Background: an optimization exercise with open tools, aiming at small area. Do not read the settings as production practice. Function was checked by simulation only, so behaviour that the tests miss may differ from the original. No activity file was given, so power comes from the tool's default toggle rates.

==> inputs of run C <==
## board_top
module board_top (
	input  logic                  clk_100m,
	input  logic                  rst_n,
	input  logic                  fpga_rstn,
	input  logic                  sclk,
	input  logic                  mosi,
	input  logic                  cs_n,
	output logic                  miso,
	input  logic [3:0]            dip,
	input  logic [4-1:0] enc_a,           
	input  logic [4-1:0] enc_b,           
	output logic [4-1:0] motor_pwm,       
	output logic [4-1:0] motor_brake,
	output logic [4-1:0] motor_droff
);
Settings: LEC_CHECK=0, CAP_MARGIN=20, CORE_MARGIN=2, CORE_UTILIZATION=70, CTS_BUF_LIST=sky130_fd_sc_hd__clkbuf_4, SLEW_MARGIN=20; clock period 10.0 ns.
run.sh (not shown) runs the stock make flow with config.mk's settings and CLKGATE_MAP_FILE= SYNTH_SCRIPT=/design/flow/synth_recipe.tcl, a recipe that flattens the netlist after the stock synthesis.
==> run F (differences from run C) <==
--- a/flow/design.v
+++ b/flow/design.v
@@ -38,54 +38,52 @@
 	input  logic [4-1:0] enc_b,           
 	output logic [4-1:0] motor_pwm,       
 	output logic [4-1:0] motor_brake,
 	output logic [4-1:0] motor_droff
 );
 	logic [3:0] rst_cnt;
-	logic       core_rst_n;
+	logic       core_rst_n, age2, age3;
 	assign core_rst_n = rst_cnt[3];
+	assign age2       = rst_cnt[3] & rst_cnt[1];
+	assign age3       = age2 & rst_cnt[0];
 	always_ff @(posedge clk_100m)
 	begin
 		if (!rst_n || !fpga_rstn)
 			rst_cnt <= '0;
-		else if (!rst_cnt[3])
+		else if (!age3)
 			rst_cnt <= rst_cnt + 1'b1;
 	end
 	logic [1:0]  sclk_sync, mosi_sync, cs_sync;
 	logic        sclk_s, mosi_s, cs_s, sclk_d, sclk_rise, sclk_fall;
 	logic [5:0]  bit_cnt;
 	logic        req_valid, out_en;
 	logic [32:0] shreg;
 	logic [1:0]  wr_mot, wr_ofs;         
 	logic        rd_req, wr_req;
 	logic [31:0] rdata, wdata;
 	logic [14:0] addr;
-	assign sclk_s    = sclk_sync[1];
+	assign sclk_s    = sclk_sync[1] & age2;
 	assign mosi_s    = mosi_sync[1];
 	assign cs_s      = cs_sync[1];
-	assign sclk_rise = sclk_s & ~sclk_d;
-	assign sclk_fall = ~sclk_s & sclk_d;
+	assign sclk_rise = sclk_s & ~(sclk_d & age3);
+	assign sclk_fall = ~sclk_s & sclk_d & age3;
 	assign rd_req    = req_valid & ~bit_cnt[5];    
 	assign wr_req    = req_valid & bit_cnt[5];     
 	assign addr      = shreg[14:0];
 	assign wdata     = shreg[31:0];
 	assign miso      = out_en & (sclk_d ? shreg[32] : shreg[31]);
 	always_ff @(posedge clk_100m)
 	begin
 		if (!core_rst_n)
 		begin
-			sclk_sync <= '0;
-			sclk_d    <= 1'b0;
 			bit_cnt   <= '0;
 			req_valid <= 1'b0;
 			out_en    <= 1'b0;
 		end
 		else
 		begin
-			sclk_sync <= {sclk_sync[0], sclk};
-			sclk_d    <= sclk_s;
 			req_valid <= 1'b0;
 			if (cs_s)
 				bit_cnt <= '0;
 			else if (sclk_rise && bit_cnt != 6'd48)
 			begin
 				bit_cnt <= bit_cnt + 1'b1;
@@ -99,12 +97,14 @@
 			else if (sclk_fall && bit_cnt == 6'd48)
 				out_en <= 1'b0;
 		end
 	end
 	always_ff @(posedge clk_100m)
 	begin
+		sclk_sync <= {sclk_sync[0], sclk};
+		sclk_d    <= sclk_sync[1];
 		mosi_sync <= {mosi_sync[0], mosi};
 		cs_sync   <= {cs_sync[0], cs_n};
 		if (rd_req)
 			shreg <= {rdata[31], rdata};
 		else if (sclk_rise)
 			shreg <= {shreg[31:0], mosi_s};
@@ -142,45 +142,37 @@
 	logic [3:0][15:0] duty;
 	logic [3:0][1:0]  motion;     
 	logic [31:0] wdata_g;
 	assign wdata_g = wdata & {32{core_rst_n}};
 	for (genvar m = 0; m < 4; m++)
 	begin : g_motor
-		logic [1:0]  a_sync, b_sync, prev, curr;
+		logic [1:0]  a_sync, b_sync, prev, prev_m, curr;
 		logic        step, step_dn, illegal, sel, ld_cnt, ld_duty, ld_motion;
 		logic [6:0]  duty_q, duty_sat;
 		logic [32:0] c_cnt, c_err;
 		assign sel       = wr_req && (wr_mot == 2'(m));
 		assign ld_cnt    = !core_rst_n || (sel && wr_ofs == 2'd0);
 		assign ld_duty   = !core_rst_n || (sel && wr_ofs == 2'd2);
 		assign ld_motion = !core_rst_n || (sel && wr_ofs == 2'd3);
-		assign curr      = {a_sync[1], b_sync[1]};
-		assign illegal   = &(prev ^ curr);
-		assign step      = ^(prev ^ curr);
-		assign step_dn   = !(prev[1] ^ curr[0]);
+		assign curr      = {a_sync[1], b_sync[1]} & {2{age2}};
+		assign prev_m    = prev & {2{age3}};
+		assign illegal   = &(prev_m ^ curr);
+		assign step      = ^(prev_m ^ curr);
+		assign step_dn   = !(prev_m[1] ^ curr[0]);
 		assign c_cnt[0] = step;
 		assign c_err[0] = illegal;
 		for (genvar i = 0; i < 32; i++)
 		begin : g_bit
 			assign c_cnt[i+1] = c_cnt[i] & (cnt[m][i] ^ step_dn);
 			assign c_err[i+1] = c_err[i] & err[m][i];
 		end
 		always_ff @(posedge clk_100m)
 		begin
-			if (!core_rst_n)
-			begin
-				a_sync <= '0;
-				b_sync <= '0;
-				prev   <= '0;
-			end
-			else
-			begin
-				a_sync <= {a_sync[0], enc_a[m]};
-				b_sync <= {b_sync[0], enc_b[m]};
-				prev   <= curr;
-			end
+			a_sync <= {a_sync[0], enc_a[m]};
+			b_sync <= {b_sync[0], enc_b[m]};
+			prev   <= {a_sync[1], b_sync[1]};
 			cnt[m] <= ld_cnt ? wdata_g : (cnt[m] ^ c_cnt[31:0]);
 			err[m] <= (err[m] ^ c_err[31:0]) & {32{core_rst_n}};
 			if (ld_duty)
 				duty[m] <= wdata_g[15:0];
 			if (ld_motion)
 				motion[m] <= wdata_g[1:0];
CAP_MARGIN = 0   (was 20)
CORE_UTILIZATION = 65   (was 70)
CTS_BUF_LIST = sky130_fd_sc_hd__clkbuf_16   (was sky130_fd_sc_hd__clkbuf_4)
CTS_CLUSTER_DIAMETER = 100   (was default)
CTS_CLUSTER_SIZE = 26   (was default)
SLEW_MARGIN = 0   (was 20)
==> results.json <==
{
  "met1_length_um": 25000,
  "outcome": "finished clean",
  "p_clk_share_pct": 46.5,
  "critPathMaxStageDelay_ns": 0.46,
  "nClkBuffers": 175,
  "drive_above_1_share_pct": 12.1,
  "seq_area_frac_synth_pct": 46.2,
  "grt_max_degree": 97,
  "num_rows": 65,
  "power_clock_mw": 1.65,
  "dp_cells": 2573,
  "netlist_instances": 2275,
  "die_w_um": 184
}
[end of results for run C]
==> results.json <==
{
  "drive_above_1_share_pct": 6.20,
  "setup_viol_count_final": 0,
  "met1_length_um": 27100,
  "vias": 17900,
  "p_clk_share_pct": 33.9,
  "vdd_ir_drop_max_mv": 0.144,
  "worst_slew_pin_slew_ns": 1.11,
  "use_met1_pct": 51.9,
  "critPathMaxStageDelay_ns": 0.87,
  "max_freq_ghz": 0.127,
  "fin_crit_sh_pct": 78.5,
  "seq_area_frac_synth_pct": 46.3,
  "grt_max_degree": 95,
  "cap_viol_max_count": 0,
  "dieArea_um2": 36300,
  "inverters_excl_clock": 50,
  "avgSynthCellArea_um2": 10.0,
  "nClkBuffers": 21,
  "crit_arrival_ns": 8.32,
  "num_rows": 68,
  "outcome": "finished clean"
}
[end of results for run F]


==> inputs of 08-01 <==
==> flow/design.v <==
package motor_pkg;
	typedef struct packed {
		logic               write;
		logic [15-1:0] addr;
		logic [32-1:0] wdata;
	} reg_req_t;
	typedef struct packed {
		logic a;
		logic b;
	} enc_in_t;
	typedef struct packed {
		logic pwm;
		logic brake;
		logic droff;     
	} motor_out_t;
	typedef enum logic [8-1:0] {
		OFS_INC_CNT     = 8'd0,
		OFS_INC_ERR     = 8'd1,
		OFS_PWM_CYCLE   = 8'd2,
		OFS_MOTION_CTRL = 8'd3
	} reg_ofs_e;
	typedef struct packed {
		logic brake;     
		logic enable;    
	} motion_ctrl_t;
endpackage
`timescale 1ns/1ps
module board_top (
	input  logic                  clk_100m,
	input  logic                  rst_n,
	input  logic                  fpga_rstn,
	input  logic                  sclk,
	input  logic                  mosi,
	input  logic                  cs_n,
	output logic                  miso,
	input  logic [3:0]            dip,
	input  logic [4-1:0] enc_a,           
	input  logic [4-1:0] enc_b,           
	output logic [4-1:0] motor_pwm,       
	output logic [4-1:0] motor_brake,
	output logic [4-1:0] motor_droff
);
	logic [3:0] rst_cnt;
	logic       core_rst_n, age2, age3;
	assign core_rst_n = rst_cnt[3];
	assign age2       = rst_cnt[3] & rst_cnt[1];
	assign age3       = age2 & rst_cnt[0];
	always_ff @(posedge clk_100m)
	begin
		if (!rst_n || !fpga_rstn)
			rst_cnt <= '0;
		else if (!age3)
			rst_cnt <= rst_cnt + 1'b1;
	end
	logic [1:0]  sclk_sync, mosi_sync, cs_sync;
	logic        sclk_s, mosi_s, cs_s, sclk_d, sclk_rise, sclk_fall;
	logic [5:0]  bit_cnt;
	logic        req_valid, out_en;
	logic [32:0] shreg;
	logic [1:0]  wr_mot, wr_ofs;         
	logic        rd_req, wr_req;
	logic [31:0] rdata, wdata;
	logic [14:0] addr;
	assign sclk_s    = sclk_sync[1] & age2;
	assign mosi_s    = mosi_sync[1];
	assign cs_s      = cs_sync[1];
	assign sclk_rise = sclk_s & ~(sclk_d & age3);
	assign sclk_fall = ~sclk_s & sclk_d & age3;
	assign rd_req    = req_valid & ~bit_cnt[5];    
	assign wr_req    = req_valid & bit_cnt[5];     
	assign addr      = shreg[14:0];
	assign wdata     = shreg[31:0];
	assign miso      = out_en & (sclk_d ? shreg[32] : shreg[31]);
	always_ff @(posedge clk_100m)
	begin
		if (!core_rst_n)
		begin
			bit_cnt   <= '0;
			req_valid <= 1'b0;
			out_en    <= 1'b0;
		end
		else
		begin
			req_valid <= 1'b0;
			if (cs_s)
				bit_cnt <= '0;
			else if (sclk_rise && bit_cnt != 6'd48)
			begin
				bit_cnt <= bit_cnt + 1'b1;
				if (bit_cnt == 6'd15 || bit_cnt == 6'd47)
					req_valid <= 1'b1;
			end
			if (cs_s)
				out_en <= 1'b0;
			else if (rd_req)
				out_en <= 1'b1;
			else if (sclk_fall && bit_cnt == 6'd48)
				out_en <= 1'b0;
		end
	end
	always_ff @(posedge clk_100m)
	begin
		sclk_sync <= {sclk_sync[0], sclk};
		sclk_d    <= sclk_sync[1];
		mosi_sync <= {mosi_sync[0], mosi};
		cs_sync   <= {cs_sync[0], cs_n};
		if (rd_req)
			shreg <= {rdata[31], rdata};
		else if (sclk_rise)
			shreg <= {shreg[31:0], mosi_s};
	end
	logic       mot_blk, mot_hit;
	logic [1:0] mot_idx;
	assign mot_blk = (addr[14:11] == 4'd0) && (addr[10:8] != 3'd0) && (addr[10:8] <= 3'd4);
	assign mot_idx = 2'(addr[10:8] - 3'd1);
	assign mot_hit = mot_blk && (addr[7:2] == 6'd0);
	always_ff @(posedge clk_100m)
	begin
		if (req_valid)
		begin
			wr_mot <= mot_idx;
			wr_ofs <= (shreg[15] && mot_hit) ? addr[1:0] : 2'd1;
		end
	end
	logic [3:0] dip_s0, dip_s1;
	always_ff @(posedge clk_100m)
	begin
		dip_s0 <= dip;
		dip_s1 <= dip_s0;
	end
	logic [6:0] period_cnt;
	logic       period_start;
	assign period_start = (period_cnt == 7'd0);
	always_ff @(posedge clk_100m)
	begin
		if (!core_rst_n || period_cnt == 7'd99)
			period_cnt <= '0;
		else
			period_cnt <= period_cnt + 1'b1;
	end
	logic [3:0][31:0] cnt, err;
	logic [3:0][15:0] duty;
	logic [3:0][1:0]  motion;     
	logic [31:0] wdata_g;
	assign wdata_g = wdata & {32{core_rst_n}};
	for (genvar m = 0; m < 4; m++)
	begin : g_motor
		logic [1:0]  a_sync, b_sync, prev, prev_m, curr;
		logic        step, step_dn, illegal, sel, ld_cnt, ld_duty, ld_motion;
		logic [6:0]  duty_q, duty_sat;
		logic [32:0] c_cnt, c_err;
		assign sel       = wr_req && (wr_mot == 2'(m));
		assign ld_cnt    = !core_rst_n || (sel && wr_ofs == 2'd0);
		assign ld_duty   = !core_rst_n || (sel && wr_ofs == 2'd2);
		assign ld_motion = !core_rst_n || (sel && wr_ofs == 2'd3);
		assign curr      = {a_sync[1], b_sync[1]} & {2{age2}};
		assign prev_m    = prev & {2{age3}};
		assign illegal   = &(prev_m ^ curr);
		assign step      = ^(prev_m ^ curr);
		assign step_dn   = !(prev_m[1] ^ curr[0]);
		assign c_cnt[0] = step;
		assign c_err[0] = illegal;
		for (genvar i = 0; i < 32; i++)
		begin : g_bit
			assign c_cnt[i+1] = c_cnt[i] & (cnt[m][i] ^ step_dn);
			assign c_err[i+1] = c_err[i] & err[m][i];
		end
		always_ff @(posedge clk_100m)
		begin
			a_sync <= {a_sync[0], enc_a[m]};
			b_sync <= {b_sync[0], enc_b[m]};
			prev   <= {a_sync[1], b_sync[1]};
			cnt[m] <= ld_cnt ? wdata_g : (cnt[m] ^ c_cnt[31:0]);
			err[m] <= (err[m] ^ c_err[31:0]) & {32{core_rst_n}};
			if (ld_duty)
				duty[m] <= wdata_g[15:0];
			if (ld_motion)
				motion[m] <= wdata_g[1:0];
		end
		assign duty_sat = (|duty[m][15:7]) ? 7'h7F : duty[m][6:0];
		always_ff @(posedge clk_100m)
		begin
			if (period_start)
				duty_q <= duty_sat;
			motor_pwm[m] <= core_rst_n && motion[m][0] &&
				(period_start ? (duty[m] != 16'd0) : (period_cnt < duty_q));
		end
		assign motor_brake[m] = motion[m][1];
		assign motor_droff[m] = ~motion[m][0];
	end
	logic       is_ver, is_dip, unmapped;
	logic [3:0] sel_m;
	assign is_ver   = (addr == 15'h0000);
	assign is_dip   = (addr == 15'h0001);
	assign sel_m    = mot_hit ? (4'd1 << mot_idx) : 4'd0;
	assign unmapped = !is_ver && !is_dip && !mot_hit;
	always_comb
	begin
		rdata = {32{unmapped}} | ({32{is_ver}} & 32'h0004_0100) | {28'd0, {4{is_dip}} & dip_s1};
		for (int m = 0; m < 4; m++)
			rdata = rdata
				| ({32{sel_m[m] && addr[1:0] == 2'd0}} & cnt[m])
				| ({32{sel_m[m] && addr[1:0] == 2'd1}} & err[m])
				| ({32{sel_m[m] && addr[1:0] == 2'd2}} & {16'd0, duty[m]})
				| ({32{sel_m[m] && addr[1:0] == 2'd3}} & {30'd0, motion[m]});
	end
endmodule
==> flow/flow/run.sh <==
#!/bin/bash
# Own layout flow: the standard synthesis, then the combinational gates
# re-mapped by ABC for area (registers untouched), then the standard
# layout with CTS adding no dummy loads and buf_1 port buffers.
# Each tool's log is written to this folder (and ORFS's under orfs/logs).
set -euo pipefail
WORK=$(pwd)
FLOW_DIR=$WORK/flow
RES=$WORK/orfs/results/$FLOW_PLATFORM/board_top/base
YOSYS=$FLOW_HOME/../tools/install/yosys/bin/yosys
[[ -x $YOSYS ]] || YOSYS=yosys

bash standard.sh synth > standard_synth.log 2>&1

cp $RES/1_2_yosys.v $WORK/standard_1_2_yosys.v
export REMAP_LIB=$FLOW_HOME/platforms/$FLOW_PLATFORM/lib/sky130_fd_sc_hd__tt_025C_1v80.lib
export REMAP_NETLIST=$WORK/standard_1_2_yosys.v
export REMAP_SCRIPT=$FLOW_DIR/remap.abc
export REMAP_OUT=$WORK/remap.v
export REMAP_DONT_USE="$(sed -n '/DONT_USE_CELLS += /,/^#/p' $FLOW_HOME/platforms/$FLOW_PLATFORM/config.mk | grep -o 'sky130_fd_sc_hd__[a-z0-9_]*' | tr '\n' ' ')"
$YOSYS -c $FLOW_DIR/remap.tcl > remap_yosys.log 2>&1
cp $REMAP_OUT $RES/1_2_yosys.v
touch $RES/1_2_yosys.v

export CTS_ARGS="-sink_clustering_enable -repair_clock_nets -dont_use_dummy_load -buf_list sky130_fd_sc_hd__clkbuf_16 -sink_clustering_size 26 -sink_clustering_max_diameter 100"
export BUFFER_PORTS_ARGS="-buffer_cell sky130_fd_sc_hd__buf_1"
bash standard.sh > standard_finish.log 2>&1
==> flow/flow/remap.abc <==
&get -n
&st
&dch
&nf -R 1000 -p
&st
&dch
&nf -R 1000 -p
&st
&dch
&nf -R 1000 -p
&put
==> flow/flow/remap.tcl <==
# Re-map the combinational logic of the standard synthesis for area.
# Registers are kept as the instances, names and cell types the standard
# synthesis gave them; only the gates between them are mapped again.
yosys -import
set lib $::env(REMAP_LIB)
set netlist $::env(REMAP_NETLIST)
read_liberty -ignore_miss_func $lib
read_verilog $netlist
hierarchy -top $::env(FLOW_TOP)
set seq {}
foreach c [split [string trim [tee -q -s result.string select -list-mod t:sky130_fd_sc_hd__*df* t:sky130_fd_sc_hd__*dl*]] "\n"] {
  lappend seq $c
}
set cells [lsort -unique [regexp -all -inline {sky130_fd_sc_hd__\w+} [exec cat $netlist]]]
set keep {}
foreach c $cells {
  if { [regexp {__(s?e?df|dl|sdl)} $c] } { lappend keep $c }
}
puts "registers kept as cells: $keep"
foreach c $keep { setattr -mod -set keep_hierarchy 1 $c }
flatten
opt_clean -purge
set du {}
foreach c $::env(REMAP_DONT_USE) { lappend du -dont_use $c }
abc -liberty $lib {*}$du -script $::env(REMAP_SCRIPT)
opt_clean -purge
hilomap -singleton -hicell sky130_fd_sc_hd__conb_1 HI -locell sky130_fd_sc_hd__conb_1 LO
insbuf -buf sky130_fd_sc_hd__buf_4 A X
select board_top
write_verilog -selected -noattr -nohex -nodec $::env(REMAP_OUT).raw.v
select -clear
design -reset
read_liberty -lib $lib
read_verilog $::env(REMAP_OUT).raw.v
hierarchy -check -top $::env(FLOW_TOP)
tee -o remap_stat.txt stat -liberty $lib
check -assert -mapped
write_verilog -noattr -nohex -nodec $::env(REMAP_OUT)
==> flow/standard.sh <==
#!/bin/bash
# synth_recipe.tcl (not shown) runs the flow's synth.tcl, then flattens the netlist and writes it again
# the make line also repeats each setting of config.mk as NAME=value (left out here)
make -C /OpenROAD-flow-scripts/flow DESIGN_CONFIG=/design/flow/config.mk WORK_HOME=/design/flow/orfs CLKGATE_MAP_FILE= SYNTH_SCRIPT=/design/flow/synth_recipe.tcl "${@:-finish}"
==> flow/config.mk <==
export PLATFORM = sky130hd
export DESIGN_NAME = board_top
export DESIGN_NICKNAME = board_top
export VERILOG_FILES = /design/flow/design.v
export SDC_FILE = /design/flow/constraint.sdc
export NUM_CORES = 4
export LEC_CHECK = 0
export CAP_MARGIN = 0
export CORE_MARGIN = 2
export CORE_UTILIZATION = 65
export SLEW_MARGIN = 0
==> flow/constraint.sdc <==
create_clock -name core_clock -period 10.0 [get_ports {clk_100m}]
set_input_delay 2.0000 -clock core_clock [delete_from_list [all_inputs] [get_ports {clk_100m}]]
set_output_delay 2.0000 -clock core_clock [all_outputs]
set_load 0.01 [all_outputs]
==> 02-14 (differences from 08-01) <==
--- a/flow/design.v
+++ b/flow/design.v
@@ -54,8 +54,8 @@
 	end
 	logic [1:0]  sclk_sync, mosi_sync, cs_sync;
 	logic        sclk_s, mosi_s, cs_s, sclk_d, sclk_rise, sclk_fall;
-	logic [5:0]  bit_cnt;
-	logic        req_valid, out_en;
+	logic [5:0]  state;
+	logic        out_en;
 	logic [32:0] shreg;
 	logic [1:0]  wr_mot, wr_ofs;         
 	logic        rd_req, wr_req;
@@ -66,37 +66,20 @@
 	assign cs_s      = cs_sync[1];
 	assign sclk_rise = sclk_s & ~(sclk_d & age3);
 	assign sclk_fall = ~sclk_s & sclk_d & age3;
-	assign rd_req    = req_valid & ~bit_cnt[5];    
-	assign wr_req    = req_valid & bit_cnt[5];     
+	assign rd_req    = (state == 6'd16);
+	assign wr_req    = (state == 6'd49);
+	assign out_en    = (state >= 6'd17) && (state <= 6'd50);
 	assign addr      = shreg[14:0];
 	assign wdata     = shreg[31:0];
 	assign miso      = out_en & (sclk_d ? shreg[32] : shreg[31]);
 	always_ff @(posedge clk_100m)
 	begin
-		if (!core_rst_n)
-		begin
-			bit_cnt   <= '0;
-			req_valid <= 1'b0;
-			out_en    <= 1'b0;
-		end
-		else
-		begin
-			req_valid <= 1'b0;
-			if (cs_s)
-				bit_cnt <= '0;
-			else if (sclk_rise && bit_cnt != 6'd48)
-			begin
-				bit_cnt <= bit_cnt + 1'b1;
-				if (bit_cnt == 6'd15 || bit_cnt == 6'd47)
-					req_valid <= 1'b1;
-			end
-			if (cs_s)
-				out_en <= 1'b0;
-			else if (rd_req)
-				out_en <= 1'b1;
-			else if (sclk_fall && bit_cnt == 6'd48)
-				out_en <= 1'b0;
-		end
+		if (!core_rst_n || cs_s)
+			state <= '0;
+		else if (state == 6'd49 || state == 6'd50)
+			state <= {5'b11001, sclk_fall};
+		else if (rd_req || (sclk_rise && state <= 6'd48))
+			state <= state + 1'b1;
 	end
 	always_ff @(posedge clk_100m)
 	begin
@@ -116,7 +99,7 @@
 	assign mot_hit = mot_blk && (addr[7:2] == 6'd0);
 	always_ff @(posedge clk_100m)
 	begin
-		if (req_valid)
+		if (rd_req)
 		begin
 			wr_mot <= mot_idx;
 			wr_ofs <= (shreg[15] && mot_hit) ? addr[1:0] : 2'd1;
@@ -147,8 +130,10 @@
 	begin : g_motor
 		logic [1:0]  a_sync, b_sync, prev, prev_m, curr;
 		logic        step, step_dn, illegal, sel, ld_cnt, ld_duty, ld_motion;
-		logic [6:0]  duty_q, duty_sat;
+		logic [6:0]  duty_q;
+		logic        duty_hi, duty_hi_q;
 		logic [32:0] c_cnt, c_err;
+		logic [31:0] y_cnt, s_cnt, s_err;
 		assign sel       = wr_req && (wr_mot == 2'(m));
 		assign ld_cnt    = !core_rst_n || (sel && wr_ofs == 2'd0);
 		assign ld_duty   = !core_rst_n || (sel && wr_ofs == 2'd2);
@@ -160,30 +145,37 @@
 		assign step_dn   = !(prev_m[1] ^ curr[0]);
 		assign c_cnt[0] = step;
 		assign c_err[0] = illegal;
+		assign y_cnt    = cnt[m] ^ {32{step_dn}};
 		for (genvar i = 0; i < 32; i++)
 		begin : g_bit
-			assign c_cnt[i+1] = c_cnt[i] & (cnt[m][i] ^ step_dn);
-			assign c_err[i+1] = c_err[i] & err[m][i];
+			assign s_cnt[i]   = y_cnt[i] ^ c_cnt[i];
+			assign c_cnt[i+1] = y_cnt[i] & c_cnt[i];
+			assign s_err[i]   = err[m][i] ^ c_err[i];
+			assign c_err[i+1] = err[m][i] & c_err[i];
 		end
 		always_ff @(posedge clk_100m)
 		begin
 			a_sync <= {a_sync[0], enc_a[m]};
 			b_sync <= {b_sync[0], enc_b[m]};
 			prev   <= {a_sync[1], b_sync[1]};
-			cnt[m] <= ld_cnt ? wdata_g : (cnt[m] ^ c_cnt[31:0]);
-			err[m] <= (err[m] ^ c_err[31:0]) & {32{core_rst_n}};
+			cnt[m] <= ld_cnt ? wdata_g : (s_cnt ^ {32{step_dn}});
+			err[m] <= s_err & {32{core_rst_n}};
 			if (ld_duty)
 				duty[m] <= wdata_g[15:0];
 			if (ld_motion)
 				motion[m] <= wdata_g[1:0];
 		end
-		assign duty_sat = (|duty[m][15:7]) ? 7'h7F : duty[m][6:0];
+		assign duty_hi = |duty[m][15:7];
 		always_ff @(posedge clk_100m)
 		begin
 			if (period_start)
-				duty_q <= duty_sat;
+			begin
+				duty_q    <= duty[m][6:0];
+				duty_hi_q <= duty_hi;
+			end
 			motor_pwm[m] <= core_rst_n && motion[m][0] &&
-				(period_start ? (duty[m] != 16'd0) : (period_cnt < duty_q));
+				(period_start ? (duty_hi || duty[m][6:0] != 7'd0) :
+				                (duty_hi_q || period_cnt < duty_q));
 		end
 		assign motor_brake[m] = motion[m][1];
 		assign motor_droff[m] = ~motion[m][0];
--- a/flow/flow/run.sh
+++ b/flow/flow/run.sh
@@ -15,7 +15,7 @@
 cp $RES/1_2_yosys.v $WORK/standard_1_2_yosys.v
 export REMAP_LIB=$FLOW_HOME/platforms/$FLOW_PLATFORM/lib/sky130_fd_sc_hd__tt_025C_1v80.lib
 export REMAP_NETLIST=$WORK/standard_1_2_yosys.v
-export REMAP_SCRIPT=$FLOW_DIR/remap.abc
+export REMAP_SCRIPTS="$(ls $FLOW_DIR/remap*.abc | tr "\n" " ")"
 export REMAP_OUT=$WORK/remap.v
 export REMAP_DONT_USE="$(sed -n '/DONT_USE_CELLS += /,/^#/p' $FLOW_HOME/platforms/$FLOW_PLATFORM/config.mk | grep -o 'sky130_fd_sc_hd__[a-z0-9_]*' | tr '\n' ' ')"
 $YOSYS -c $FLOW_DIR/remap.tcl > remap_yosys.log 2>&1
==> flow/flow/remap.tcl (replaced) <==
# Re-map the combinational logic of the standard synthesis for area.
# Registers are kept as the instances, names and cell types the standard
# synthesis gave them; only the gates between them are mapped again. Each
# ABC script in REMAP_SCRIPTS is tried and the smallest result is kept.
yosys -import
set lib $::env(REMAP_LIB)
set netlist $::env(REMAP_NETLIST)
read_liberty -ignore_miss_func $lib
read_verilog $netlist
hierarchy -top $::env(FLOW_TOP)
set cells [lsort -unique [regexp -all -inline {sky130_fd_sc_hd__\w+} [exec cat $netlist]]]
set keep {}
foreach c $cells {
  if { [regexp {__(s?e?df|dl|sdl)} $c] } { lappend keep $c }
}
puts "registers kept as cells: $keep"
foreach c $keep { setattr -mod -set keep_hierarchy 1 $c }
flatten
opt_clean -purge
design -save base
set du {}
foreach c $::env(REMAP_DONT_USE) { lappend du -dont_use $c }
set best_area 1e18
set best_script ""
foreach script $::env(REMAP_SCRIPTS) {
  design -load base
  abc -liberty $lib {*}$du -script $script
  opt_clean -purge
  set st [tee -q -s result.string stat -liberty $lib]
  regexp {Chip area for (?:top )?module '[^']*board_top': ([0-9.]+)} $st -> area
  puts "REMAP script $script area $area"
  if { $area < $best_area } {
    set best_area $area
    set best_script $script
    design -save best
  }
}
puts "REMAP best $best_script area $best_area"
design -load best
hilomap -singleton -hicell sky130_fd_sc_hd__conb_1 HI -locell sky130_fd_sc_hd__conb_1 LO
insbuf -buf sky130_fd_sc_hd__buf_4 A X
select board_top
write_verilog -selected -noattr -nohex -nodec $::env(REMAP_OUT).raw.v
select -clear
design -reset
read_liberty -lib $lib
read_verilog $::env(REMAP_OUT).raw.v
hierarchy -check -top $::env(FLOW_TOP)
tee -o remap_stat.txt stat -liberty $lib
check -assert -mapped
write_verilog -noattr -nohex -nodec $::env(REMAP_OUT)
==> flow/flow/remap1.abc (new file) <==
&get -n
&st
&dch
&nf -R 1000 -p
&put
==> flow/flow/remap2.abc (new file) <==
&get -n
&st
&dch
&nf -R 1000 -p
&st
&dch
&nf -R 1000 -p
&st
&dch
&nf -R 1000 -p
&put
==> flow/flow/remap3.abc (new file) <==
&get -n
&st
&dch
&nf -R 1000 -p -a -F 8 -A 8
&st
&dch
&nf -R 1000 -p -a
&put
==> flow/flow/remap4.abc (new file) <==
&get -n
&st
&syn2
&dch -f
&nf -R 1000 -p
&st
&syn2
&dch -f
&nf -R 1000 -p
&put
==> flow/flow/remap5.abc (new file) <==
&get -n
&st
&dch
&nf -R 1000
&put
- CORE_UTILIZATION: 65 -> 80
removed: flow/flow/remap.abc
==> results.txt <==
item	02-14	08-01
All-layer global routing usage	47.2%	36.5%
Launching instance or port of the critical path	rst_cnt[3]	rst_cnt[0]
Starting density of the core	81.5%	66.4%
Drt wl/cell	26.1 um	23.1 um
Routed met2 length	26900 um	26900 um
M3 GR Usage	16.3%	8.20%
Placer Congestion	0.999	0.951
Reg-to-reg startpoint	rst_cnt[3]	rst_cnt[0]
Antenna diodes	1	0
End point of the most critical hold path	g_motor[2].b_sync[1]	g_motor[0].a_sync[1]
Die span in y	161 um	181 um
Critical path's slowest cell	sky130_fd_sc_hd__dfxtp_4	sky130_fd_sc_hd__dfxtp_1
Area Growth Syn to Fin	6.64%	7.12%
Number of placed cells counting well taps	2373	2620
Outcome	no timing/DRC/antenna violations	no timing/DRC/antenna violations
Power share of the clock group	33.2%	33.3%
Detailed-route via count	18.4k	18.2k
Logic depth of the worst register-to-register path	22	26
Post-placement worst setup slack	2.36 ns	2.90 ns
Critical Path Fanout Max	61	29
Multi-input gate share of the layout cell area	43.3%	44.7%

==> afterwards: timing with drivers on the ports <==
How much do the figures lean on ideal ports? The routed layouts below were timed once more, with nothing changed but the port constraints.
Step 1 assumes that a clkbuf_16 drives the clock port and a buf_2 every other input.
Step 2 times the ports against the registers' clock, not the clock port: input delays grow and output delays shrink by t, the midpoint of the rising clock arrivals with the driver on.
Slacks: ideal / step 1 / step 2; pairs: ideal / step 1.
| run | t (ns) | setup slack, ns | worst slew at a driven data input, ns |
|---|---|---|---|
| run C | 0.866 | 2.848 / 2.848 / 2.848 | 0.04 |
| run F | 0.607 | 2.150 / 2.150 / 2.150 | 0.04 |
| 08-01 | 0.590 | 2.669 / 2.669 / 2.669 | 0.03 |
| 02-14 | 0.595 | 2.063 / 2.063 / 2.063 | 0.04 |
After both steps every run listed still meets setup and hold.
